Background: an optimization exercise with open tools, aiming at small area, a short achievable clock period and few clock cycles per item. Do not read the settings as production practice. RTL that was checked went through simulation tests only; none was proved equivalent to the original. No activity file was given, so power comes from the tool's default toggle rates.

Design solar_load_shift_decision, start of the top module:
module solar_load_shift_decision #(
	parameter int HISTORY_DEPTH = slsd_pkg::HISTORY_DEPTH_DEF,
	parameter int RING_TAPS     = slsd_pkg::RING_TAPS_DEF
) (
	input  logic                            clk,
	input  logic                            arst_n,
	input  logic                            wr_en,
	input  logic [slsd_pkg::CFG_IDX_W-1:0]  wr_index,
	input  logic [slsd_pkg::CFG_DATA_W-1:0] wr_data,
	input  logic                            sample_valid,
	output logic                            sample_ready,
	input  logic [slsd_pkg::LOAD_W-1:0]     sample_load_power,
	input  logic [slsd_pkg::SOLAR_W-1:0]    sample_solar_power,
	input  logic [slsd_pkg::DELTA_W-1:0]    sample_solar_energy_delta,
	input  logic [slsd_pkg::HOUR_W-1:0]     sample_hour,
	output logic                            result_valid,
	input  logic                            result_ready,
	output logic                            result_run_loads,
	output logic [slsd_pkg::DEV_W-1:0]      result_plug_count,
	output logic [slsd_pkg::EST_W-1:0]      result_solar_estimate
);
Size: about 11,000 cells after synthesis, roughly 110 I/O pins.
clock: 7.5 ns
lec_check: 0
cap_margin: 20
core_margin: 2
core_utilization: 62
setup_slack_margin: 4.6
slew_margin: 20
synth_memory_max_bits: 8192
standard.sh (not shown) runs the stock make flow with config.mk's settings and CLKGATE_MAP_FILE= SYNTH_SCRIPT=/design/flow/synth_recipe.tcl, a recipe that flattens the netlist after the stock synthesis.
==> flow/flow/run.sh <==
#!/bin/bash
# The standard layout (standard.sh, its synthesis unchanged) with these settings changed:
# - the port buffers are sky130_fd_sc_hd__buf_4 instead of the delay buffer buffer_ports picks
#   by itself (every port still gets its own buffer);
# - timing repair may resize cells across footprints;
# - clock tree synthesis clusters up to 25 sinks within 80 um per leaf buffer and inserts no
#   dummy loads (the tree is still one balanced tree from the clock port).
# Every tool's output goes to orfs/logs/ as usual; make's own output goes to flow.log here.
set -euo pipefail
bash standard.sh \
	"BUFFER_PORTS_ARGS=-buffer_cell sky130_fd_sc_hd__buf_4" \
	MATCH_CELL_FOOTPRINT=0 \
	"CTS_ARGS=-sink_clustering_enable -repair_clock_nets -dont_use_dummy_load -sink_clustering_size 25 -sink_clustering_max_diameter 80" \
	finish > flow.log 2>&1
Testbench counts at the start, summed over its fixed seeds: cycles 9,235, items 9,000.
Change:
--- a/flow/design.v
+++ b/flow/design.v
@@ -125,46 +125,43 @@
 	localparam int SUM_W  = DW + FILL_W;
 	localparam int S6_W   = SUM_W + 3;               
 	localparam int DD_W   = DW + 1;
 	localparam int DD6_W  = DD_W + 3;                
 	localparam int Z_W    = SUM_W + 4;               
 	localparam int RES_W  = 1 + slsd_pkg::DEV_W + slsd_pkg::EST_W;
 	localparam int DIV_W  = slsd_pkg::DIV_IN_W;
 	localparam int DIVBY  = slsd_pkg::DIV_BY;
 	logic [slsd_pkg::HOUR_W-1:0]  cheap_start_q;
 	logic [slsd_pkg::HOUR_W-1:0]  cheap_end_q;
 	logic [slsd_pkg::SOLAR_W-1:0] threshold_q;
 	logic [slsd_pkg::DEV_W-1:0]   max_devices_q;
-	logic [slsd_pkg::SOLAR_W+1:0] thr3_q;
 	always_ff @(posedge clk or negedge arst_n) begin
 		if (!arst_n) begin
 			cheap_start_q <= slsd_pkg::CHEAP_START_RST;
 			cheap_end_q   <= slsd_pkg::CHEAP_END_RST;
 			threshold_q   <= slsd_pkg::THRESHOLD_RST;
-			thr3_q        <= (slsd_pkg::SOLAR_W + 2)'(slsd_pkg::THRESHOLD_RST) * (slsd_pkg::SOLAR_W + 2)'(3);
 			max_devices_q <= slsd_pkg::MAX_DEVICES_RST;
 		end else if (wr_en) begin
 			case (wr_index)
 				slsd_pkg::REG_CHEAP_START:     cheap_start_q <= wr_data[slsd_pkg::HOUR_W-1:0];
 				slsd_pkg::REG_CHEAP_END:       cheap_end_q   <= wr_data[slsd_pkg::HOUR_W-1:0];
-				slsd_pkg::REG_SOLAR_THRESHOLD: begin
-					threshold_q <= wr_data[slsd_pkg::SOLAR_W-1:0];
-					thr3_q      <= ((slsd_pkg::SOLAR_W + 2)'(wr_data[slsd_pkg::SOLAR_W-1:0]) << 1) +
-						(slsd_pkg::SOLAR_W + 2)'(wr_data[slsd_pkg::SOLAR_W-1:0]);
-				end
+				slsd_pkg::REG_SOLAR_THRESHOLD: threshold_q   <= wr_data[slsd_pkg::SOLAR_W-1:0];
 				slsd_pkg::REG_MAX_DEVICES:     max_devices_q <= wr_data[slsd_pkg::DEV_W-1:0];
 				default: ;
 			endcase
 		end
 	end
+	logic [slsd_pkg::SOLAR_W+1:0] thr3_q;
+	always_ff @(posedge clk)
+		thr3_q <= ((slsd_pkg::SOLAR_W + 2)'(threshold_q) << 1) + (slsd_pkg::SOLAR_W + 2)'(threshold_q);
 	localparam int CAP   = 5;
 	localparam int QD    = CAP - 1;
 	localparam int CNT_W = $clog2(CAP + 1);
 	localparam int QP_W  = $clog2(QD);
 	logic              ready_q;
 	logic              v1_q, v2_q, v3_q;
 	logic [CNT_W-1:0]  cnt_q;
 	logic [PH_W-1:0]   ph_q;
 	logic [TAP_W-1:0]  tap_q;
 	logic [FILL_W-1:0] fill_q;
 	logic [F5_W-1:0]   fill5_q;
 	logic              accept;
@@ -279,34 +276,27 @@
 			d = 2'd0;
 		end
 		div4 = {d, n};
 	endfunction
 	logic [DIV_W-1:0]  y0;
 	assign y0 = diff0[slsd_pkg::SOLAR_W-1:5];
 	logic [DW-1:0]     delta1;
 	logic [DW+2:0]     old6_1;
 	logic [NDIG-1:0]   bone1, btwo1, bneg1;
 	logic [FILL_W-1:0] fill1;
 	logic [DIV_W-1:0]  y1;
 	logic              above1, boost1, cheap1, surplus1;
-	always_ff @(posedge clk or negedge arst_n) begin
-		if (!arst_n) begin
-			delta1 <= '0;
-			old6_1 <= '0;
-		end else begin
-			delta1 <= accept ? dsat0 : '0;
-			old6_1 <= (accept && full) ? ((DW+3)'(old_pre_q) << 2) + ((DW+3)'(old_pre_q) << 1) : '0;
-		end
-	end
 	always_ff @(posedge clk) begin
+		delta1   <= accept ? dsat0 : '0;
+		old6_1   <= (accept && full) ? ((DW+3)'(old_pre_q) << 2) + ((DW+3)'(old_pre_q) << 1) : '0;
 		bone1    <= bone0;
 		btwo1    <= btwo0;
 		bneg1    <= bneg0;
 		fill1    <= fill_q;
 		y1       <= y0;
 		above1   <= above0;
 		boost1   <= boost0;
 		cheap1   <= cheap0;
 		surplus1 <= surplus0;
 	end
 	slsd_ring #(
 		.DEPTH (HISTORY_DEPTH),
@@ -364,41 +354,40 @@
 		rem1 = r[10:0];
 	end
 	logic [Z_W-1:0]    pc2, ps2;
 	logic [DD6_W-1:0]  dd2;
 	logic [FILL_W+2:0] fill6_2;
 	logic              few2;
 	logic [10:0]       rem2;
 	logic [3:0]        q2;
 	logic              above2, boost2, cheap2, surplus2;
 	always_ff @(posedge clk) begin
 		pc2      <= pc1;
 		ps2      <= ps1;
+		dd2      <= dd1;
 		fill6_2  <= (FILL_W+3)'(fill1) * (FILL_W+3)'(6);
 		few2     <= fill1 < FILL_W'(slsd_pkg::MIN_FILL);
 		rem2     <= rem1;
 		q2       <= q1;
 		above2   <= above1;
 		boost2   <= boost1;
 		cheap2   <= cheap1;
 		surplus2 <= surplus1;
 	end
 	logic [S6_W-1:0] s6_q;
 	always_ff @(posedge clk or negedge arst_n) begin
 		if (!arst_n) begin
-			dd2  <= '0;
 			s6_q <= '0;
 		end else begin
-			dd2  <= dd1;
-			s6_q <= s6_q + {{(S6_W-DD6_W){dd2[DD6_W-1]}}, dd2};
+			s6_q <= s6_q + (v2_q ? {{(S6_W-DD6_W){dd2[DD6_W-1]}}, dd2} : '0);
 		end
 	end
 	logic [Z_W-1:0] u2, w2;
 	logic           rise2;
 	always_comb begin
 		logic [Z_W-1:0] x, y, z;
 		x = Z_W'(s6_q);
 		y = ~pc2;
 		z = ~ps2;
 		u2 = x ^ y ^ z;
 		w2 = ((x & y) | (x & z) | (y & z)) << 1;
 		w2[0] = 1'b1;
Result: The changed run ran to the end with no violations. First-iteration DRC count shrinks by 3.1%. Fmax grows by 5.1%. Worst setup slack improved by 0.16 ns. Register-to-register slack improved by 0.16 ns. Power grows by 1.6%. Routed wire length grows by 13%. Clock-buffer cell count grows by 4. Global-route usage grows by 2.4 points. Hold slack got worse by 0.020 ns. Area after synthesis barely changes.
Only the layout flow was run in the second run of this note; the RTL was not checked for function there.

[static timing again, ports no longer ideal]
The results above use ideal ports. As a check the final layouts listed here were re-extracted and re-timed, cells and wires unchanged. Step 1 assumes that a clkbuf_16 drives the clock port and a buf_2 every other input. Step 2, shift: input delay + t, output delay - t, t = (earliest + latest rising clock arrival at the registers) / 2. This alone moves slack from input paths to output paths. Slacks: no drivers / after step 1 / after step 2; pairs: no drivers / after step 1.
run | t, ns | setup slack, ns | pins driven straight from the clock port
the first run | 0.961 | 4.163 / 4.163 / 3.643 | 1
the second run | 0.980 | 4.326 / 4.325 / 3.767 | 1
After both steps every run listed still meets setup and hold. The setup slack of the second run, which loses most, moves by -0.001 ns with the drivers and by -0.559 ns with both steps.
